Source: an optimization exercise on an open RTL-to-GDS flow (aim: small area, a short achievable clock period and few clock cycles). Production flows keep margins and buffers that such runs may drop. Function was checked by simulation only, so behaviour that the tests miss may differ from the original. The flow treats the clock pin as an ideal source, which a real chip does not have. Power figures rest on the tool's default switching activity, not on a simulated workload.

[flow/design.v]
package sys_array_pkg;
  localparam int unsigned DefaultRow  = 4;
  localparam int unsigned DefaultCol  = 4;
  localparam int unsigned DefaultEs   = 8;
  localparam int unsigned DefaultKMax = 64;
endpackage
module pe_mac #(
  parameter int unsigned ES    = 8,
  parameter int unsigned ACC_W = 22
) (
  input  logic             clk,
  input  logic             i_clr,
  input  logic             i_signed,
  input  logic [ES-1:0]    i_a,
  input  logic [ES-1:0]    i_b,
  output logic [ACC_W-1:0] o_acc
);
  logic [ACC_W-1:0] r_acc;
  logic [ACC_W-1:0] w_acc_q;
  logic w_pp_0_0;
  logic w_pp_0_1;
  logic w_pp_0_2;
  logic w_pp_0_3;
  logic w_pp_0_4;
  logic w_pp_0_5;
  logic w_pp_0_6;
  logic w_pp_0_7;
  logic w_pp_1_0;
  logic w_pp_1_1;
  logic w_pp_1_2;
  logic w_pp_1_3;
  logic w_pp_1_4;
  logic w_pp_1_5;
  logic w_pp_1_6;
  logic w_pp_1_7;
  logic w_pp_2_0;
  logic w_pp_2_1;
  logic w_pp_2_2;
  logic w_pp_2_3;
  logic w_pp_2_4;
  logic w_pp_2_5;
  logic w_pp_2_6;
  logic w_pp_2_7;
  logic w_pp_3_0;
  logic w_pp_3_1;
  logic w_pp_3_2;
  logic w_pp_3_3;
  logic w_pp_3_4;
  logic w_pp_3_5;
  logic w_pp_3_6;
  logic w_pp_3_7;
  logic w_pp_4_0;
  logic w_pp_4_1;
  logic w_pp_4_2;
  logic w_pp_4_3;
  logic w_pp_4_4;
  logic w_pp_4_5;
  logic w_pp_4_6;
  logic w_pp_4_7;
  logic w_pp_5_0;
  logic w_pp_5_1;
  logic w_pp_5_2;
  logic w_pp_5_3;
  logic w_pp_5_4;
  logic w_pp_5_5;
  logic w_pp_5_6;
  logic w_pp_5_7;
  logic w_pp_6_0;
  logic w_pp_6_1;
  logic w_pp_6_2;
  logic w_pp_6_3;
  logic w_pp_6_4;
  logic w_pp_6_5;
  logic w_pp_6_6;
  logic w_pp_6_7;
  logic w_pp_7_0;
  logic w_pp_7_1;
  logic w_pp_7_2;
  logic w_pp_7_3;
  logic w_pp_7_4;
  logic w_pp_7_5;
  logic w_pp_7_6;
  logic w_pp_7_7;
  logic w_s1, w_c2;
  logic w_s3, w_c4;
  logic w_s5, w_c6;
  logic w_s7, w_c8;
  logic w_s9, w_c10;
  logic w_s11, w_c12;
  logic w_s13, w_c14;
  logic w_s15, w_c16;
  logic w_s17, w_c18;
  logic w_s19, w_c20;
  logic w_s21, w_c22;
  logic w_s23, w_c24;
  logic w_s25, w_c26;
  logic w_s27, w_c28;
  logic w_s29, w_c30;
  logic w_s31, w_c32;
  logic w_s33, w_c34;
  logic w_s35, w_c36;
  logic w_s37, w_c38;
  logic w_s39, w_c40;
  logic w_s41, w_c42;
  logic w_s43, w_c44;
  logic w_s45, w_c46;
  logic w_s47, w_c48;
  logic w_s49, w_c50;
  logic w_s51, w_c52;
  logic w_s53, w_c54;
  logic w_s55, w_c56;
  logic w_s57, w_c58;
  logic w_s59, w_c60;
  logic w_s61, w_c62;
  logic w_s63, w_c64;
  logic w_s65, w_c66;
  logic w_s67, w_c68;
  logic w_s69, w_c70;
  logic w_s71, w_c72;
  logic w_s73, w_c74;
  logic w_s75, w_c76;
  logic w_s77, w_c78;
  logic w_s79, w_c80;
  logic w_s81, w_c82;
  logic w_s83, w_c84;
  logic w_s85, w_c86;
  logic w_s87, w_c88;
  logic w_s89, w_c90;
  logic w_s91, w_c92;
  logic w_s93, w_c94;
  logic w_s95, w_c96;
  logic w_s97, w_c98;
  logic w_s99, w_c100;
  logic w_s101, w_c102;
  logic w_s103, w_c104;
  logic w_s105, w_c106;
  logic w_s107, w_c108;
  logic w_s109, w_c110;
  logic w_s111, w_c112;
  logic w_s113, w_c114;
  logic w_s115, w_c116;
  logic w_s117, w_c118;
  logic w_s119, w_c120;
  logic w_s121, w_c122;
  logic w_s123, w_c124;
  logic w_s125, w_c126;
  logic w_s127, w_c128;
  logic w_s129, w_c130;
  logic [ACC_W-1:0] w_sum;
  logic w_g131, w_p132;
  logic w_g133, w_p134;
  logic w_g135, w_p136;
  logic w_g137, w_p138;
  logic w_g139, w_p140;
  logic w_g141, w_p142;
  logic w_g143, w_p144;
  logic w_g145, w_p146;
  logic w_g147, w_p148;
  logic w_g149, w_p150;
  logic w_g151, w_p152;
  logic w_g153, w_p154;
  logic w_g155, w_p156;
  logic w_g157, w_p158;
  logic w_g159;
  logic w_gg160;
  logic w_gg161;
  logic w_pp162;
  logic w_gg163;
  logic w_pp164;
  logic w_gg165;
  logic w_pp166;
  logic w_gg167;
  logic w_pp168;
  logic w_gg169;
  logic w_pp170;
  logic w_gg171;
  logic w_pp172;
  logic w_gg173;
  logic w_gg174;
  logic w_gg175;
  logic w_pp176;
  logic w_gg177;
  logic w_pp178;
  logic w_gg179;
  logic w_pp180;
  logic w_gg181;
  logic w_pp182;
  logic w_gg183;
  logic w_gg184;
  logic w_gg185;
  logic w_gg186;
  logic w_gg187;
  logic w_pp188;
  logic w_gg189;
  logic w_pp190;
  logic w_gg191;
  logic w_gg192;
  logic w_gg193;
  logic w_gg194;
  logic w_gg195;
  logic w_gg196;
  logic w_sm197;
  logic w_sm198;
  logic w_sm199;
  logic w_sm200;
  logic w_sm201;
  logic w_sm202;
  logic w_sm203;
  logic w_sm204;
  logic w_sm205;
  logic w_sm206;
  logic w_sm207;
  logic w_sm208;
  logic w_sm209;
  logic w_sm210;
  logic [5:0] w_hi0, w_hi1;
  assign w_acc_q = i_clr ? '0 : r_acc;
  assign w_pp_0_0 = i_a[0] & i_b[0];
  assign w_pp_0_1 = i_a[0] & i_b[1];
  assign w_pp_0_2 = i_a[0] & i_b[2];
  assign w_pp_0_3 = i_a[0] & i_b[3];
  assign w_pp_0_4 = i_a[0] & i_b[4];
  assign w_pp_0_5 = i_a[0] & i_b[5];
  assign w_pp_0_6 = i_a[0] & i_b[6];
  assign w_pp_0_7 = (i_a[0] & i_b[7]) ^ i_signed;
  assign w_pp_1_0 = i_a[1] & i_b[0];
  assign w_pp_1_1 = i_a[1] & i_b[1];
  assign w_pp_1_2 = i_a[1] & i_b[2];
  assign w_pp_1_3 = i_a[1] & i_b[3];
  assign w_pp_1_4 = i_a[1] & i_b[4];
  assign w_pp_1_5 = i_a[1] & i_b[5];
  assign w_pp_1_6 = i_a[1] & i_b[6];
  assign w_pp_1_7 = (i_a[1] & i_b[7]) ^ i_signed;
  assign w_pp_2_0 = i_a[2] & i_b[0];
  assign w_pp_2_1 = i_a[2] & i_b[1];
  assign w_pp_2_2 = i_a[2] & i_b[2];
  assign w_pp_2_3 = i_a[2] & i_b[3];
  assign w_pp_2_4 = i_a[2] & i_b[4];
  assign w_pp_2_5 = i_a[2] & i_b[5];
  assign w_pp_2_6 = i_a[2] & i_b[6];
  assign w_pp_2_7 = (i_a[2] & i_b[7]) ^ i_signed;
  assign w_pp_3_0 = i_a[3] & i_b[0];
  assign w_pp_3_1 = i_a[3] & i_b[1];
  assign w_pp_3_2 = i_a[3] & i_b[2];
  assign w_pp_3_3 = i_a[3] & i_b[3];
  assign w_pp_3_4 = i_a[3] & i_b[4];
  assign w_pp_3_5 = i_a[3] & i_b[5];
  assign w_pp_3_6 = i_a[3] & i_b[6];
  assign w_pp_3_7 = (i_a[3] & i_b[7]) ^ i_signed;
  assign w_pp_4_0 = i_a[4] & i_b[0];
  assign w_pp_4_1 = i_a[4] & i_b[1];
  assign w_pp_4_2 = i_a[4] & i_b[2];
  assign w_pp_4_3 = i_a[4] & i_b[3];
  assign w_pp_4_4 = i_a[4] & i_b[4];
  assign w_pp_4_5 = i_a[4] & i_b[5];
  assign w_pp_4_6 = i_a[4] & i_b[6];
  assign w_pp_4_7 = (i_a[4] & i_b[7]) ^ i_signed;
  assign w_pp_5_0 = i_a[5] & i_b[0];
  assign w_pp_5_1 = i_a[5] & i_b[1];
  assign w_pp_5_2 = i_a[5] & i_b[2];
  assign w_pp_5_3 = i_a[5] & i_b[3];
  assign w_pp_5_4 = i_a[5] & i_b[4];
  assign w_pp_5_5 = i_a[5] & i_b[5];
  assign w_pp_5_6 = i_a[5] & i_b[6];
  assign w_pp_5_7 = (i_a[5] & i_b[7]) ^ i_signed;
  assign w_pp_6_0 = i_a[6] & i_b[0];
  assign w_pp_6_1 = i_a[6] & i_b[1];
  assign w_pp_6_2 = i_a[6] & i_b[2];
  assign w_pp_6_3 = i_a[6] & i_b[3];
  assign w_pp_6_4 = i_a[6] & i_b[4];
  assign w_pp_6_5 = i_a[6] & i_b[5];
  assign w_pp_6_6 = i_a[6] & i_b[6];
  assign w_pp_6_7 = (i_a[6] & i_b[7]) ^ i_signed;
  assign w_pp_7_0 = (i_a[7] & i_b[0]) ^ i_signed;
  assign w_pp_7_1 = (i_a[7] & i_b[1]) ^ i_signed;
  assign w_pp_7_2 = (i_a[7] & i_b[2]) ^ i_signed;
  assign w_pp_7_3 = (i_a[7] & i_b[3]) ^ i_signed;
  assign w_pp_7_4 = (i_a[7] & i_b[4]) ^ i_signed;
  assign w_pp_7_5 = (i_a[7] & i_b[5]) ^ i_signed;
  assign w_pp_7_6 = (i_a[7] & i_b[6]) ^ i_signed;
  assign w_pp_7_7 = i_a[7] & i_b[7];
  assign w_s1 = w_pp_0_5 ^ w_pp_1_4;
  assign w_c2 = w_pp_0_5 & w_pp_1_4;
  assign w_s3 = w_pp_0_6 ^ w_pp_1_5 ^ w_pp_2_4;
  assign w_c4 = (w_pp_0_6 & w_pp_1_5) | (w_pp_0_6 & w_pp_2_4) | (w_pp_1_5 & w_pp_2_4);
  assign w_s5 = w_pp_3_3 ^ w_pp_4_2;
  assign w_c6 = w_pp_3_3 & w_pp_4_2;
  assign w_s7 = w_pp_1_6 ^ w_pp_2_5 ^ w_pp_3_4;
  assign w_c8 = (w_pp_1_6 & w_pp_2_5) | (w_pp_1_6 & w_pp_3_4) | (w_pp_2_5 & w_pp_3_4);
  assign w_s9 = w_pp_4_3 ^ w_pp_5_2 ^ w_pp_6_1;
  assign w_c10 = (w_pp_4_3 & w_pp_5_2) | (w_pp_4_3 & w_pp_6_1) | (w_pp_5_2 & w_pp_6_1);
  assign w_s11 = w_pp_0_7 ^ w_pp_7_0;
  assign w_c12 = w_pp_0_7 & w_pp_7_0;
  assign w_s13 = w_pp_2_6 ^ w_pp_3_5 ^ w_pp_4_4;
  assign w_c14 = (w_pp_2_6 & w_pp_3_5) | (w_pp_2_6 & w_pp_4_4) | (w_pp_3_5 & w_pp_4_4);
  assign w_s15 = w_pp_5_3 ^ w_pp_6_2 ^ i_signed;
  assign w_c16 = (w_pp_5_3 & w_pp_6_2) | (w_pp_5_3 & i_signed) | (w_pp_6_2 & i_signed);
  assign w_s17 = w_pp_1_7 ^ w_pp_7_1 ^ w_acc_q[8];
  assign w_c18 = (w_pp_1_7 & w_pp_7_1) | (w_pp_1_7 & w_acc_q[8]) | (w_pp_7_1 & w_acc_q[8]);
  assign w_s19 = w_pp_3_6 ^ w_pp_4_5 ^ w_pp_5_4;
  assign w_c20 = (w_pp_3_6 & w_pp_4_5) | (w_pp_3_6 & w_pp_5_4) | (w_pp_4_5 & w_pp_5_4);
  assign w_s21 = w_pp_6_3 ^ w_pp_2_7 ^ w_pp_7_2;
  assign w_c22 = (w_pp_6_3 & w_pp_2_7) | (w_pp_6_3 & w_pp_7_2) | (w_pp_2_7 & w_pp_7_2);
  assign w_s23 = w_pp_4_6 ^ w_pp_5_5 ^ w_pp_6_4;
  assign w_c24 = (w_pp_4_6 & w_pp_5_5) | (w_pp_4_6 & w_pp_6_4) | (w_pp_5_5 & w_pp_6_4);
  assign w_s25 = w_pp_0_3 ^ w_pp_1_2;
  assign w_c26 = w_pp_0_3 & w_pp_1_2;
  assign w_s27 = w_pp_0_4 ^ w_pp_1_3 ^ w_pp_2_2;
  assign w_c28 = (w_pp_0_4 & w_pp_1_3) | (w_pp_0_4 & w_pp_2_2) | (w_pp_1_3 & w_pp_2_2);
  assign w_s29 = w_pp_3_1 ^ w_pp_4_0;
  assign w_c30 = w_pp_3_1 & w_pp_4_0;
  assign w_s31 = w_pp_2_3 ^ w_pp_3_2 ^ w_pp_4_1;
  assign w_c32 = (w_pp_2_3 & w_pp_3_2) | (w_pp_2_3 & w_pp_4_1) | (w_pp_3_2 & w_pp_4_1);
  assign w_s33 = w_pp_5_0 ^ w_s1 ^ w_acc_q[5];
  assign w_c34 = (w_pp_5_0 & w_s1) | (w_pp_5_0 & w_acc_q[5]) | (w_s1 & w_acc_q[5]);
  assign w_s35 = w_pp_5_1 ^ w_pp_6_0 ^ w_c2;
  assign w_c36 = (w_pp_5_1 & w_pp_6_0) | (w_pp_5_1 & w_c2) | (w_pp_6_0 & w_c2);
  assign w_s37 = w_s5 ^ w_acc_q[6] ^ w_s3;
  assign w_c38 = (w_s5 & w_acc_q[6]) | (w_s5 & w_s3) | (w_acc_q[6] & w_s3);
  assign w_s39 = w_c6 ^ w_c4 ^ w_acc_q[7];
  assign w_c40 = (w_c6 & w_c4) | (w_c6 & w_acc_q[7]) | (w_c4 & w_acc_q[7]);
  assign w_s41 = w_s7 ^ w_s9 ^ w_s11;
  assign w_c42 = (w_s7 & w_s9) | (w_s7 & w_s11) | (w_s9 & w_s11);
  assign w_s43 = w_c8 ^ w_c10 ^ w_s13;
  assign w_c44 = (w_c8 & w_c10) | (w_c8 & w_s13) | (w_c10 & w_s13);
  assign w_s45 = w_c12 ^ w_s15 ^ w_s17;
  assign w_c46 = (w_c12 & w_s15) | (w_c12 & w_s17) | (w_s15 & w_s17);
  assign w_s47 = w_c14 ^ w_acc_q[9] ^ w_s19;
  assign w_c48 = (w_c14 & w_acc_q[9]) | (w_c14 & w_s19) | (w_acc_q[9] & w_s19);
  assign w_s49 = w_c16 ^ w_c18 ^ w_s21;
  assign w_c50 = (w_c16 & w_c18) | (w_c16 & w_s21) | (w_c18 & w_s21);
  assign w_s51 = w_c20 ^ w_pp_3_7 ^ w_pp_7_3;
  assign w_c52 = (w_c20 & w_pp_3_7) | (w_c20 & w_pp_7_3) | (w_pp_3_7 & w_pp_7_3);
  assign w_s53 = w_acc_q[10] ^ w_s23 ^ w_c22;
  assign w_c54 = (w_acc_q[10] & w_s23) | (w_acc_q[10] & w_c22) | (w_s23 & w_c22);
  assign w_s55 = w_pp_5_6 ^ w_pp_6_5 ^ w_c24;
  assign w_c56 = (w_pp_5_6 & w_pp_6_5) | (w_pp_5_6 & w_c24) | (w_pp_6_5 & w_c24);
  assign w_s57 = w_pp_4_7 ^ w_pp_7_4 ^ w_acc_q[11];
  assign w_c58 = (w_pp_4_7 & w_pp_7_4) | (w_pp_4_7 & w_acc_q[11]) | (w_pp_7_4 & w_acc_q[11]);
  assign w_s59 = w_pp_6_6 ^ w_pp_5_7 ^ w_pp_7_5;
  assign w_c60 = (w_pp_6_6 & w_pp_5_7) | (w_pp_6_6 & w_pp_7_5) | (w_pp_5_7 & w_pp_7_5);
  assign w_s61 = w_pp_0_2 ^ w_pp_1_1;
  assign w_c62 = w_pp_0_2 & w_pp_1_1;
  assign w_s63 = w_pp_2_1 ^ w_pp_3_0 ^ w_s25;
  assign w_c64 = (w_pp_2_1 & w_pp_3_0) | (w_pp_2_1 & w_s25) | (w_pp_3_0 & w_s25);
  assign w_s65 = w_c26 ^ w_s29 ^ w_acc_q[4];
  assign w_c66 = (w_c26 & w_s29) | (w_c26 & w_acc_q[4]) | (w_s29 & w_acc_q[4]);
  assign w_s67 = w_c30 ^ w_c28 ^ w_s31;
  assign w_c68 = (w_c30 & w_c28) | (w_c30 & w_s31) | (w_c28 & w_s31);
  assign w_s69 = w_c32 ^ w_s35 ^ w_c34;
  assign w_c70 = (w_c32 & w_s35) | (w_c32 & w_c34) | (w_s35 & w_c34);
  assign w_s71 = w_c36 ^ w_c38 ^ w_s39;
  assign w_c72 = (w_c36 & w_c38) | (w_c36 & w_s39) | (w_c38 & w_s39);
  assign w_s73 = w_c40 ^ w_s43 ^ w_c42;
  assign w_c74 = (w_c40 & w_s43) | (w_c40 & w_c42) | (w_s43 & w_c42);
  assign w_s75 = w_c44 ^ w_s47 ^ w_c46;
  assign w_c76 = (w_c44 & w_s47) | (w_c44 & w_c46) | (w_s47 & w_c46);
  assign w_s77 = w_c48 ^ w_s51 ^ w_c50;
  assign w_c78 = (w_c48 & w_s51) | (w_c48 & w_c50) | (w_s51 & w_c50);
  assign w_s79 = w_c52 ^ w_s55 ^ w_s57;
  assign w_c80 = (w_c52 & w_s55) | (w_c52 & w_s57) | (w_s55 & w_s57);
  assign w_s81 = w_acc_q[12] ^ w_c56 ^ w_c58;
  assign w_c82 = (w_acc_q[12] & w_c56) | (w_acc_q[12] & w_c58) | (w_c56 & w_c58);
  assign w_s83 = w_pp_6_7 ^ w_pp_7_6 ^ w_acc_q[13];
  assign w_c84 = (w_pp_6_7 & w_pp_7_6) | (w_pp_6_7 & w_acc_q[13]) | (w_pp_7_6 & w_acc_q[13]);
  assign w_s85 = w_pp_0_1 ^ w_pp_1_0;
  assign w_c86 = w_pp_0_1 & w_pp_1_0;
  assign w_s87 = w_pp_2_0 ^ w_s61 ^ w_acc_q[2];
  assign w_c88 = (w_pp_2_0 & w_s61) | (w_pp_2_0 & w_acc_q[2]) | (w_s61 & w_acc_q[2]);
  assign w_s89 = w_c62 ^ w_acc_q[3] ^ w_s63;
  assign w_c90 = (w_c62 & w_acc_q[3]) | (w_c62 & w_s63) | (w_acc_q[3] & w_s63);
  assign w_s91 = w_s27 ^ w_c64 ^ w_s65;
  assign w_c92 = (w_s27 & w_c64) | (w_s27 & w_s65) | (w_c64 & w_s65);
  assign w_s93 = w_c66 ^ w_s33 ^ w_s67;
  assign w_c94 = (w_c66 & w_s33) | (w_c66 & w_s67) | (w_s33 & w_s67);
  assign w_s95 = w_c68 ^ w_s37 ^ w_s69;
  assign w_c96 = (w_c68 & w_s37) | (w_c68 & w_s69) | (w_s37 & w_s69);
  assign w_s97 = w_s41 ^ w_c70 ^ w_s71;
  assign w_c98 = (w_s41 & w_c70) | (w_s41 & w_s71) | (w_c70 & w_s71);
  assign w_s99 = w_c72 ^ w_s45 ^ w_s73;
  assign w_c100 = (w_c72 & w_s45) | (w_c72 & w_s73) | (w_s45 & w_s73);
  assign w_s101 = w_s49 ^ w_c74 ^ w_s75;
  assign w_c102 = (w_s49 & w_c74) | (w_s49 & w_s75) | (w_c74 & w_s75);
  assign w_s103 = w_s53 ^ w_c76 ^ w_s77;
  assign w_c104 = (w_s53 & w_c76) | (w_s53 & w_s77) | (w_c76 & w_s77);
  assign w_s105 = w_c54 ^ w_s79 ^ w_c78;
  assign w_c106 = (w_c54 & w_s79) | (w_c54 & w_c78) | (w_s79 & w_c78);
  assign w_s107 = w_s59 ^ w_c80 ^ w_s81;
  assign w_c108 = (w_s59 & w_c80) | (w_s59 & w_s81) | (w_c80 & w_s81);
  assign w_s109 = w_c60 ^ w_s83 ^ w_c82;
  assign w_c110 = (w_c60 & w_s83) | (w_c60 & w_c82) | (w_s83 & w_c82);
  assign w_s111 = w_pp_7_7 ^ w_acc_q[14] ^ w_c84;
  assign w_c112 = (w_pp_7_7 & w_acc_q[14]) | (w_pp_7_7 & w_c84) | (w_acc_q[14] & w_c84);
  assign w_s113 = i_signed ^ w_acc_q[15];
  assign w_c114 = i_signed & w_acc_q[15];
  assign w_s115 = i_signed ^ w_acc_q[16];
  assign w_c116 = i_signed & w_acc_q[16];
  assign w_s117 = i_signed ^ w_acc_q[17];
  assign w_c118 = i_signed & w_acc_q[17];
  assign w_s119 = i_signed ^ w_acc_q[18];
  assign w_c120 = i_signed & w_acc_q[18];
  assign w_s121 = i_signed ^ w_acc_q[19];
  assign w_c122 = i_signed & w_acc_q[19];
  assign w_s123 = i_signed ^ w_acc_q[20];
  assign w_c124 = i_signed & w_acc_q[20];
  assign w_s125 = i_signed ^ w_acc_q[21];
  assign w_c126 = i_signed & w_acc_q[21];
  assign w_s127 = w_pp_0_0 ^ w_acc_q[0];
  assign w_c128 = w_pp_0_0 & w_acc_q[0];
  assign w_s129 = w_acc_q[1] ^ w_s85 ^ w_c128;
  assign w_c130 = (w_acc_q[1] & w_s85) | (w_acc_q[1] & w_c128) | (w_s85 & w_c128);
  assign w_g131 = w_c86 & w_s87;
  assign w_p132 = w_c86 ^ w_s87;
  assign w_g133 = w_c88 & w_s89;
  assign w_p134 = w_c88 ^ w_s89;
  assign w_g135 = w_c90 & w_s91;
  assign w_p136 = w_c90 ^ w_s91;
  assign w_g137 = w_c92 & w_s93;
  assign w_p138 = w_c92 ^ w_s93;
  assign w_g139 = w_c94 & w_s95;
  assign w_p140 = w_c94 ^ w_s95;
  assign w_g141 = w_c96 & w_s97;
  assign w_p142 = w_c96 ^ w_s97;
  assign w_g143 = w_c98 & w_s99;
  assign w_p144 = w_c98 ^ w_s99;
  assign w_g145 = w_c100 & w_s101;
  assign w_p146 = w_c100 ^ w_s101;
  assign w_g147 = w_c102 & w_s103;
  assign w_p148 = w_c102 ^ w_s103;
  assign w_g149 = w_c104 & w_s105;
  assign w_p150 = w_c104 ^ w_s105;
  assign w_g151 = w_c106 & w_s107;
  assign w_p152 = w_c106 ^ w_s107;
  assign w_g153 = w_c108 & w_s109;
  assign w_p154 = w_c108 ^ w_s109;
  assign w_g155 = w_c110 & w_s111;
  assign w_p156 = w_c110 ^ w_s111;
  assign w_g157 = w_c112 & w_s113;
  assign w_p158 = w_c112 ^ w_s113;
  assign w_g159 = w_g131 | (w_p132 & w_c130);
  assign w_gg160 = w_g133 | (w_p134 & w_g159);
  assign w_gg161 = w_g137 | (w_p138 & w_g135);
  assign w_pp162 = w_p138 & w_p136;
  assign w_gg163 = w_g141 | (w_p142 & w_g139);
  assign w_pp164 = w_p142 & w_p140;
  assign w_gg165 = w_g145 | (w_p146 & w_g143);
  assign w_pp166 = w_p146 & w_p144;
  assign w_gg167 = w_g149 | (w_p150 & w_g147);
  assign w_pp168 = w_p150 & w_p148;
  assign w_gg169 = w_g153 | (w_p154 & w_g151);
  assign w_pp170 = w_p154 & w_p152;
  assign w_gg171 = w_g157 | (w_p158 & w_g155);
  assign w_pp172 = w_p158 & w_p156;
  assign w_gg173 = w_g135 | (w_p136 & w_gg160);
  assign w_gg174 = w_gg161 | (w_pp162 & w_gg160);
  assign w_gg175 = w_g143 | (w_p144 & w_gg163);
  assign w_pp176 = w_p144 & w_pp164;
  assign w_gg177 = w_gg165 | (w_pp166 & w_gg163);
  assign w_pp178 = w_pp166 & w_pp164;
  assign w_gg179 = w_g151 | (w_p152 & w_gg167);
  assign w_pp180 = w_p152 & w_pp168;
  assign w_gg181 = w_gg169 | (w_pp170 & w_gg167);
  assign w_pp182 = w_pp170 & w_pp168;
  assign w_gg183 = w_g139 | (w_p140 & w_gg174);
  assign w_gg184 = w_gg163 | (w_pp164 & w_gg174);
  assign w_gg185 = w_gg175 | (w_pp176 & w_gg174);
  assign w_gg186 = w_gg177 | (w_pp178 & w_gg174);
  assign w_gg187 = w_g155 | (w_p156 & w_gg181);
  assign w_pp188 = w_p156 & w_pp182;
  assign w_gg189 = w_gg171 | (w_pp172 & w_gg181);
  assign w_pp190 = w_pp172 & w_pp182;
  assign w_gg191 = w_g147 | (w_p148 & w_gg186);
  assign w_gg192 = w_gg167 | (w_pp168 & w_gg186);
  assign w_gg193 = w_gg179 | (w_pp180 & w_gg186);
  assign w_gg194 = w_gg181 | (w_pp182 & w_gg186);
  assign w_gg195 = w_gg187 | (w_pp188 & w_gg186);
  assign w_gg196 = w_gg189 | (w_pp190 & w_gg186);
  assign w_sm197 = w_p132 ^ w_c130;
  assign w_sm198 = w_p134 ^ w_g159;
  assign w_sm199 = w_p136 ^ w_gg160;
  assign w_sm200 = w_p138 ^ w_gg173;
  assign w_sm201 = w_p140 ^ w_gg174;
  assign w_sm202 = w_p142 ^ w_gg183;
  assign w_sm203 = w_p144 ^ w_gg184;
  assign w_sm204 = w_p146 ^ w_gg185;
  assign w_sm205 = w_p148 ^ w_gg186;
  assign w_sm206 = w_p150 ^ w_gg191;
  assign w_sm207 = w_p152 ^ w_gg192;
  assign w_sm208 = w_p154 ^ w_gg193;
  assign w_sm209 = w_p156 ^ w_gg194;
  assign w_sm210 = w_p158 ^ w_gg195;
  assign w_sum[1:0] = {w_s129, w_s127};
  assign w_sum[15:2] = {w_sm210, w_sm209, w_sm208, w_sm207, w_sm206, w_sm205, w_sm204, w_sm203, w_sm202, w_sm201, w_sm200, w_sm199, w_sm198, w_sm197};
  assign w_hi0 = {w_c124, w_c122, w_c120, w_c118, w_c116, w_c114} + {w_s125, w_s123, w_s121, w_s119, w_s117, w_s115};
  assign w_hi1 = {w_c124, w_c122, w_c120, w_c118, w_c116, w_c114} + {w_s125, w_s123, w_s121, w_s119, w_s117, w_s115} + 1'b1;
  assign w_sum[21:16] = w_gg196 ? w_hi1 : w_hi0;
  always_ff @(posedge clk) begin
    r_acc <= w_sum;
  end
  assign o_acc = r_acc;
endmodule
module systolic_array_os #(
  parameter int unsigned ROW   = sys_array_pkg::DefaultRow,
  parameter int unsigned COL   = sys_array_pkg::DefaultCol,
  parameter int unsigned ES    = sys_array_pkg::DefaultEs,
  parameter int unsigned K_MAX = sys_array_pkg::DefaultKMax,
  parameter int unsigned ACC_W = 2 * ES + $clog2(K_MAX)
) (
  input  logic                         clk,
  input  logic                         rst_n,
  input  logic                         start,
  input  logic [$clog2(K_MAX+1)-1:0]   k_len,
  input  logic                         signed_mode,
  input  logic                         in_vld,
  output logic                         in_rdy,
  input  logic [ROW*ES-1:0]            a_vec,
  input  logic [COL*ES-1:0]            b_vec,
  output logic                         out_vld,
  input  logic                         out_rdy,
  output logic [COL*ACC_W-1:0]         out_row,
  output logic [$clog2(ROW)-1:0]       out_row_idx,
  output logic                         out_last,
  output logic                         busy,
  output logic                         done
);
  localparam int unsigned KW = $clog2(K_MAX + 1);
  localparam int unsigned RW = $clog2(ROW);
  logic          r_feed;       
  logic          r_zero;       
  logic          r_first;      
  logic [KW-1:0] r_k_rem;      
  logic          r_signed;
  logic [ES-1:0] r_a_n [ROW];
  logic [ES-1:0] r_b_n [COL];
  logic [ROW-1:0] r_clr;       
  logic          r_last;       
  logic          r_out_vld;
  logic [RW-1:0] r_row;
  logic          r_row_last;   
  logic [ROW-1:0] r_row_sel;   
  logic [ROW-1:0] r_row_sel_n;  
  logic          r_rdy_any;    
  logic          r_rdy_last;   
  logic [KW-1:0]    w_k_clamp;
  logic             w_start, w_acc_free, w_in_rdy, w_fire, w_issue, w_xfer;
  logic             w_feed_d, w_zero_d, w_first_d, w_last_d, w_out_vld_d, w_row_last_d;
  logic [RW-1:0]    w_row_d;
  logic [ACC_W-1:0] w_acc [ROW][COL];
  assign w_k_clamp = (k_len > KW'(K_MAX)) ? KW'(K_MAX) : k_len;
  assign w_start   = start & ~busy;
  assign w_xfer    = r_out_vld & out_rdy;
  assign w_acc_free = ~r_last & (~r_out_vld | (r_row_last & out_rdy));
  assign w_in_rdy   = r_rdy_any | (r_rdy_last & out_rdy);
  assign w_fire     = in_vld & w_in_rdy;
  assign w_issue    = w_fire | (r_zero & w_acc_free);
  always_comb begin
    w_feed_d  = r_feed;
    w_zero_d  = r_zero;
    w_first_d = r_first;
    if (w_start) begin
      w_feed_d  = (w_k_clamp != '0);
      w_zero_d  = (w_k_clamp == '0);
      w_first_d = 1'b1;
    end else begin
      if (w_fire) begin
        w_first_d = 1'b0;
        if (r_k_rem == KW'(1)) w_feed_d = 1'b0;
      end
      if (r_zero && w_acc_free) w_zero_d = 1'b0;
    end
    w_last_d     = w_issue & (r_zero | (r_k_rem == KW'(1)));
    w_out_vld_d  = r_out_vld;
    w_row_d      = r_row;
    w_row_last_d = r_row_last;
    if (r_last) begin
      w_out_vld_d  = 1'b1;
      w_row_d      = '0;
      w_row_last_d = 1'b0;
    end else if (w_xfer) begin
      w_out_vld_d  = ~r_row_last;
      w_row_d      = r_row + RW'(1);
      w_row_last_d = (r_row == RW'(ROW - 2));
    end
  end
  always_ff @(posedge clk) begin
    if (!rst_n) begin
      r_feed     <= 1'b0;
      r_zero     <= 1'b0;
      r_first    <= 1'b0;
      r_clr      <= '1;
      r_last     <= 1'b0;
      r_out_vld  <= 1'b0;
      r_row      <= '0;
      r_row_last <= 1'b0;
      r_row_sel  <= '0;
      r_row_sel_n <= '1;
      r_rdy_any  <= 1'b0;
      r_rdy_last <= 1'b0;
    end else begin
      r_feed     <= w_feed_d;
      r_zero     <= w_zero_d;
      r_first    <= w_first_d;
      r_clr      <= {ROW{w_xfer}} & r_row_sel;
      r_last     <= w_last_d;
      r_out_vld  <= w_out_vld_d;
      r_row      <= w_row_d;
      r_row_last <= w_row_last_d;
      for (int r = 0; r < ROW; r++) r_row_sel[r] <= w_out_vld_d & (w_row_d == RW'(r));
      for (int r = 0; r < ROW; r++) r_row_sel_n[r] <= ~(w_out_vld_d & (w_row_d == RW'(r)));
      r_rdy_any  <= w_feed_d & (~w_first_d | (~w_last_d & ~w_out_vld_d));
      r_rdy_last <= w_feed_d & w_first_d & ~w_last_d & w_row_last_d;
    end
  end
  always_ff @(posedge clk) begin
    if (w_start) begin
      r_k_rem <= w_k_clamp;
    end else if (w_fire) begin
      r_k_rem <= r_k_rem - KW'(1);
    end
  end
  always_ff @(posedge clk) begin
    if (!rst_n) begin
      r_signed <= 1'b0;
    end else if (w_start) begin
      r_signed <= signed_mode;
    end
  end
  always_ff @(posedge clk) begin
    for (int r = 0; r < ROW; r++) r_a_n[r] <= ~((w_fire & rst_n) ? a_vec[r*ES +: ES] : '0);
    for (int c = 0; c < COL; c++) r_b_n[c] <= ~b_vec[c*ES +: ES];
  end
  for (genvar gr = 0; gr < ROW; gr++) begin : g_row
    for (genvar gc = 0; gc < COL; gc++) begin : g_col
      pe_mac #(
        .ES   (ES),
        .ACC_W(ACC_W)
      ) u_pe (
        .clk     (clk),
        .i_clr   (r_clr[gr]),
        .i_signed(r_signed),
        .i_a     (~r_a_n[gr]),
        .i_b     (~r_b_n[gc]),
        .o_acc   (w_acc[gr][gc])
      );
    end
  end
  always_comb begin
    out_row = '0;
    for (int r = 0; r < ROW; r++) begin
      for (int c = 0; c < COL / 2; c++)
        out_row[c*ACC_W +: ACC_W] = out_row[c*ACC_W +: ACC_W] | (w_acc[r][c] & {ACC_W{r_row_sel[r]}});
      for (int c = COL / 2; c < COL; c++)
        out_row[c*ACC_W +: ACC_W] = out_row[c*ACC_W +: ACC_W] | (w_acc[r][c] & ~{ACC_W{r_row_sel_n[r]}});
    end
  end
  assign in_rdy      = w_in_rdy;
  assign out_vld     = r_out_vld;
  assign out_row_idx = r_row;
  assign out_last    = r_row_last;
  assign busy        = r_feed | r_zero;
  assign done        = r_row_last & out_rdy;
endmodule
[flow/config.mk]
export PLATFORM = sky130hd
export DESIGN_NAME = systolic_array_os
export DESIGN_NICKNAME = systolic_array_os
export VERILOG_FILES = /design/flow/design.v
export SDC_FILE = /design/flow/constraint.sdc
export NUM_CORES = 4
export LEC_CHECK = 0
export CAP_MARGIN = 5
export CORE_MARGIN = 2
export CORE_UTILIZATION = 60
export CTS_CLUSTER_DIAMETER = 80
export CTS_CLUSTER_SIZE = 30
export SLEW_MARGIN = 5
[flow/flow/run.sh]
#!/bin/bash
# Standard ORFS layout with these changes:
#  - synthesis skips Yosys's early "abc -fast", so full adders are extracted from the
#    RTL's own adder expressions (no inverters between adder cells); registers are
#    unchanged,
#  - ports are buffered with buf_2 instead of a delay buffer,
#  - repair_timing aims at a tighter setup margin,
#  - after clock tree synthesis, the operand and per-job control registers are clocked
#    from a short branch of buffers on the clock port (flow/early_clock.tcl): their
#    clock arrives earlier, which helps only their paths into the accumulators (paths
#    between registers); their paths from the inputs lose the same time.
set -u
sed -e 's/synth -nofsm -noshare/synth -nofsm -noshare -noabc/' synth_recipe.tcl > synth_noabc.tcl
A=(SYNTH_SCRIPT=$PWD/synth_noabc.tcl "BUFFER_PORTS_ARGS=-buffer_cell sky130_fd_sc_hd__buf_2" SETUP_SLACK_MARGIN=5.45)
bash standard.sh "${A[@]}" cts > standard_cts.log 2>&1
ODB=$PWD/orfs/results/sky130hd/systolic_array_os/base/4_cts.odb NGROUPS=4 openroad -exit flow/early_clock.tcl > early_clock.log 2>&1
bash standard.sh "${A[@]}" finish > standard_finish.log 2>&1
[flow/constraint.sdc]
create_clock -name core_clock -period 10.0 [get_ports {clk}]
set_input_delay 2.0000 -clock core_clock [delete_from_list [all_inputs] [get_ports {clk}]]
set_output_delay 2.0000 -clock core_clock [all_outputs]
set_load 0.01 [all_outputs]
[flow/flow/early_clock.tcl]
# Give the operand and per-job control registers an earlier clock. After clock tree
# synthesis they are moved from the tree's leaves to a shorter branch: one buffer on the
# clock port feeding a few leaf buffers, each placed at the centre of a group of nearby
# registers. Only these registers' paths into the accumulators gain; paths from the
# inputs into them lose.
# usage: [NGROUPS=n] openroad -exit early_clock.tcl   (env: ODB = the CTS database, edited in place)
read_db $::env(ODB)
set db [ord::get_db]
set block [ord::get_db_block]
set clk [$block findNet clk]
set top_master [$db findMaster sky130_fd_sc_hd__clkbuf_16]
set leaf_master [$db findMaster [expr {[info exists ::env(LEAF)] ? $::env(LEAF) : "sky130_fd_sc_hd__clkbuf_16"}]]
set ngroups [expr {[info exists ::env(NGROUPS)] ? $::env(NGROUPS) : 8}]
set onelevel [expr {[info exists ::env(ONELEVEL)] ? $::env(ONELEVEL) : 0}]
set sinks {}
foreach inst [$block getInsts] {
  if {[regexp {^(r_a_n|r_b_n|r_signed|r_clr)} [$inst getName]]} {
    set it [$inst findITerm CLK]
    if {$it ne "NULL" && $it ne ""} { lappend sinks $inst }
  }
}
puts "early-clock sinks: [llength $sinks]"
# k-means on the register locations
set pts {}
foreach inst $sinks { lappend pts [$inst getLocation] }
set cent {}
for {set g 0} {$g < $ngroups} {incr g} {
  lappend cent [lindex $pts [expr {($g * [llength $pts]) / $ngroups}]]
}
for {set iter 0} {$iter < 20} {incr iter} {
  set assign {}
  foreach p $pts {
    set best 0; set bd 1e30
    for {set g 0} {$g < $ngroups} {incr g} {
      lassign [lindex $cent $g] cx cy
      lassign $p px py
      set d [expr {abs($px - $cx) + abs($py - $cy)}]
      if {$d < $bd} { set bd $d; set best $g }
    }
    lappend assign $best
  }
  set newc {}
  for {set g 0} {$g < $ngroups} {incr g} {
    set sx 0; set sy 0; set n 0
    foreach p $pts a $assign { if {$a == $g} { lassign $p px py; set sx [expr {$sx + $px}]; set sy [expr {$sy + $py}]; incr n } }
    if {$n > 0} { lappend newc [list [expr {$sx / $n}] [expr {$sy / $n}]] } else { lappend newc [lindex $cent $g] }
  }
  set cent $newc
}
# top buffer on the clock port, at the centre of the leaf buffers
if {$onelevel} {
  set topnet $clk
} else {
  set top [odb::dbInst_create $block $top_master clkbuf_early_top]
  set topnet [odb::dbNet_create $block clknet_early_top]
  $topnet setSigType CLOCK
  [$top findITerm A] connect $clk
  [$top findITerm X] connect $topnet
}
set tx 0; set ty 0; set nc 0
for {set g 0} {$g < $ngroups} {incr g} {
  set members {}
  foreach inst $sinks a $assign { if {$a == $g} { lappend members $inst } }
  if {[llength $members] == 0} { continue }
  set buf [odb::dbInst_create $block $leaf_master clkbuf_early_$g]
  set net [odb::dbNet_create $block clknet_early_$g]
  $net setSigType CLOCK
  [$buf findITerm A] connect $topnet
  [$buf findITerm X] connect $net
  foreach inst $members {
    set it [$inst findITerm CLK]
    $it disconnect
    $it connect $net
  }
  lassign [lindex $cent $g] cx cy
  $buf setLocation $cx $cy
  $buf setPlacementStatus PLACED
  set tx [expr {$tx + $cx}]; set ty [expr {$ty + $cy}]; incr nc
  puts "clkbuf_early_$g drives [llength $members] registers"
}
if {!$onelevel} {
  $top setLocation [expr {$tx / $nc}] [expr {$ty / $nc}]
  $top setPlacementStatus PLACED
}
detailed_placement
check_placement
write_db $::env(ODB)
[flow/standard.sh]
#!/bin/bash
# synth_recipe.tcl (not shown) runs the flow's synth.tcl, then flattens the netlist and writes it again
# the make line also repeats each setting of config.mk as NAME=value (left out here)
make -C /OpenROAD-flow-scripts/flow DESIGN_CONFIG=/design/flow/config.mk WORK_HOME=/design/flow/orfs CLKGATE_MAP_FILE= SYNTH_SCRIPT=/design/flow/synth_recipe.tcl "${@:-finish}"
==> key figures <==
Run
  – Max-Cap Viols: 0

Drt
  – Post-DR wirelength/cell: 22.59 um
  – 1st-iter DRT viols: approximately 2500
  – Post-Route WL: ~150000 um
  – Drt via density: between 5 and 6
  – DR DRC count: 0
  – Pre-antenna DRT Iters: 5
  – Total number of vias: 37790
  – Final ANT Viol Nets: 0

Synth
  – Async S/R FF share, synth: 0
  – Post-synthesis cell area: around 52000 um2
  – Yosys top cell area share: 0.3464
  – Cell taking the most area after synthesis: fa_1
  – Post-synth EDFFs: 7
  – Register area share after synthesis: 0.1738
  – Synth area leaders: fa_1 35%, dfxtp_1 17%, ha_1 12%, nor2_1 8.5%, xor2_1 6.2%
  – Distinct cells, synth: 55
  – Synthesized net count: 6720
  – Syn. warnings: 7
  – Main synth FF type: dfxtp_1
  – Syn avg cell area: about 9.9 um2
  – Syn Inst Count: 5232
  – Synthesis-stage register bit count: about 450

Cells and area
  – Final Util: 0.6711
  – # fillers: about 7000
  – Layout cells sized above 1: 0.1140
  – # diodes: 0
  – Multi-input logic area: 42170 um2
  – Storage cell area: slightly above 9000 um2
  – Final #Nets: 6740
  – Area Growth Syn to Fin: 10.54%

Placed design
  – Pre-CTS setup slack: approximately 4.8 ns
  – Gpl congestion: 0.8675
  – Post-DP HPWL: 98650 um
  – Port buffer count: roughly 170

Setup path
  – Reg2reg path depth: 13
  – Flop-to-flop setup slack: 5.59 ns
  – Crit path cell chain: buf_2 > a21o_1 > buf_2
  – CP endpoint: in_rdy
  – Critical R2R Launch: r_a_n[1][0]$_DFF_P_
  – WP data required: 8.00 ns
  – Critical Path AT: between 2 and 3 ns
  – Startpoint Class: input port
  – Most used cell along the critical path: buf_2
  – Worst Setup End Kind: output port
  – Crit-path max cell delay: approximately 0.20 ns
  – Crit-path slowest cell: a21o_1
  – Critical path class: input port to output port
  – CP startpoint: out_rdy
  – Crit path max fanout: 4
  – RR Endpoint: g_row[1].g_col[0].u_pe.r_acc[17]$_DFF_P_

Die
  – Total core area: roughly 85000 um2
  – IO Count: approximately 170
  – Die area: ~89000 um2
  – # rows: 107
  – Starting Density: 0.6072
  – Die H: 297.8 um
  – Die width: a little under 300 um

Clocking
  – Clk slew on worst S/H paths: 0.09 ns
  – CTS Buffer Depth: 3
  – TritonCTS clock tree: done
  – Cts hold-fix bufs: 0
  – TritonCTS Buffers: 38
  – Clock root buffer master: clkbuf_16
  – Clock latency (worst-skew pair): approximately 0.6 ns
  – Max H-tree Level: 2
  – Clk sinks: approximately 450

STA
  – Setup TNS: 0 ns
  – Crit path time final: roughly 4.5 ns
  – Slew @ Worst Pin: roughly 1.2 ns
  – Final Hold Vio Count: 0
  – PnR worst setup slack: 5.492 ns
  – Fmax: 221.8 MHz
  – Max-slew headroom: 0.2311
  – Slew Limit Fails: 0
  – Final setup viols: 0
  – Period utilisation layout: 0.4508
  – Clk_skew: about 0.24 ns
  – RSZ-0062 raised after global routing: true

Global route
  – Initial antenna violation count: 3
  – Largest net degree at the start of global routing: 61
  – Gr ovfl total: 0
  – First-pass GRT wire length: approximately 230000 um
  – Total Routing Usage GR: 0.3372
  – Vias in the first global route: ~40000

Worst hold path
  – Min-Delay Path Class: flip-flop to flip-flop
  – Hold Path Origin: r_first$_SDFF_PN0_

Pwr
  – Combinational share of power: 0.417
  – Sequential Power Share: 0.330
  – P_sw: 2.899 mW
  – Peak supply drop: 158.7 uV
  – PD cells: approximately 130 nW/um2
  – Clock Power Share: 0.253
  – Leak pwr: ~31 nW
  – Sw Ratio: 0.3859
  – Pint: around 4.6 mW
  – Design Power: around 7.5 mW

Status
  – Run status: finished clean
[layer usage]
| metal | up-vias | global-route usage | part of all wire |
|---|---|---|---|
| li1 | 16970 | - | - |
| met1 | 19430 | 0.4831 | 0.44 |
| met2 | 1183 | 0.5356 | 0.46 |
| met3 | 206 | 0.05542 | 0.074 |
| met4 | 2 | 0.08682 | 0.028 |
| met5 | - | 0 | 0.000083 |
[power groups by stage]
stage / Combinational (mW) / Sequential [mW] / Clock [mW]
finish: 3.13 / 2.48 / 1.90
global route: 3.53 / 2.52 / 2.00
CTS: 3.14 / 2.47 / 1.79
detailed placement: 3.05 / 2.51 / 0
global placement: 2.99 / 2.51 / 0
floorplan: 2.48 / 2.40 / 0
[layout make-up]
type                       count  share of cell area
buffer                         5            0.002186
clock buffer                  41             0.01793
clock inverter                29            0.006930
inverter                     141            0.009291
multi-input combinational   4341              0.7369
sequential                   446              0.1588
tap                         1144             0.02501
timing repair buffer         279             0.04300
[per-stage QoR]
step / hold slack, ns / area, um2 / instances
after detailed placement: 0.5330 / 54560 / 6315
after global placement: 0.5021 / 54560 / 6315
after global routing: 0.5755 / 57230 / 6426
final: 0.5462 / 57230 / 6426
after CTS: 0.5491 / 57080 / 6420
after floorplan: 0.4913 / 53120 / 5232
[repair_timing]
item,CTS,global route
setup buffers,26,1
gates cloned,9,0
gates resized for setup,124,10
endpoints found under the setup margin,192,14
pin swaps,4,1
[cell usage in the layout (no fill, tap or decap), types with 48 or more instances in the layout]
cell type	count
nor2_1	1171
fa_1	846
ha_1	483
dfxtp_1	405
xor2_1	318
nor2b_1	283
nand2_1	183
xnor2_1	178
buf_2	171
inv_1	137
a22oi_1	132
a21oi_1	119
a21o_1	83
fa_2	50
o21ai_0	48
[state kept, by name (all words and copies together), names as in the netlist, 2 cells and up]
| name | cells |
|---|---|
| r_row_sel_n | 4 |
| r_a_n | 32 |
| r_clr | 4 |
| r_k_rem | 7 |
| r_b_n | 32 |
| r_row_sel | 4 |
| r_row | 2 |
| g_row.g_col.u_pe.r_acc | 352 |
[worst min path at each step]
stage | endpoint | cells past startpoint
6_report | r_first$_SDFF_PN0_ | 2
5_1_grt | r_first$_SDFF_PN0_ | 2
3_5_place_dp | r_first$_SDFF_PN0_ | 2
2_1_floorplan | r_first$_SDFF_PN0_ | 2
4_1_cts | r_row_last$_SDFF_PN0_ | 2
3_3_place_gp | r_row_last$_SDFF_PN0_ | 2
[critical path: cells and delay by family]
kind | cells | cell delay [ns]
buf+inv | 2 | 0.31
compound gates | 1 | 0.20
[kinds of logic after synthesis]
| family | Yosys count | share of synthesized area |
|---|---|---|
| AND/OR/NAND/NOR | 1795 | 0.1518 |
| adder cells (fa/ha/maj) | 1411 | 0.4709 |
| AO/OA/AOI/OAI | 577 | 0.07520 |
| XOR/XNOR | 542 | 0.09168 |
| flip-flops | 446 | 0.1738 |
| buffers and inverters | 445 | 0.03303 |
| multiplexers | 16 | 0.003625 |
[cell usage after synthesis, types with 21 or more instances]
cell      count
a21o_1       83
a21oi_1     160
a22oi_1     132
buf_1        87
buf_2        26
clkbuf_1    190
dfxtp_1     439
fa_1        896
ha_1        515
inv_1       139
nand2_1     185
nand3_1      32
nand4_1      39
nor2_1     1171
nor2b_1     283
o211ai_1     21
o21a_1       22
o21ai_0      60
o221ai_1     44
xnor2_1     178
xor2_1      364
Testbench counts, summed over its fixed seeds: cycles 12,017.

==> re-timing with driven ports <==
In the flow no input, the clock included, has a driving cell. The finished layout below was timed again as built, in two steps. Step 1 assumes that a clkbuf_16 drives the clock port and a buf_2 every other input. Step 2, shift: input delay + t, output delay - t, t = (earliest + latest rising clock arrival at the registers) / 2. This alone moves slack from input paths to output paths. Three values: ideal ports, drivers, drivers and shift; two values: the first two.
t (ns): 0.574
setup slack, ns: 5.492 / 5.420 / 5.469
hold WS [ns]: 0.546 / 0.546 / 0.546
worst register clock-pin slew, ns: 0.11 / 0.11
worst slew at a driven data input, ns: 0.07
After both steps this run still meets setup and hold. For this run, drivers alone change the setup slack by -0.072 ns; drivers and shift together by -0.023 ns.
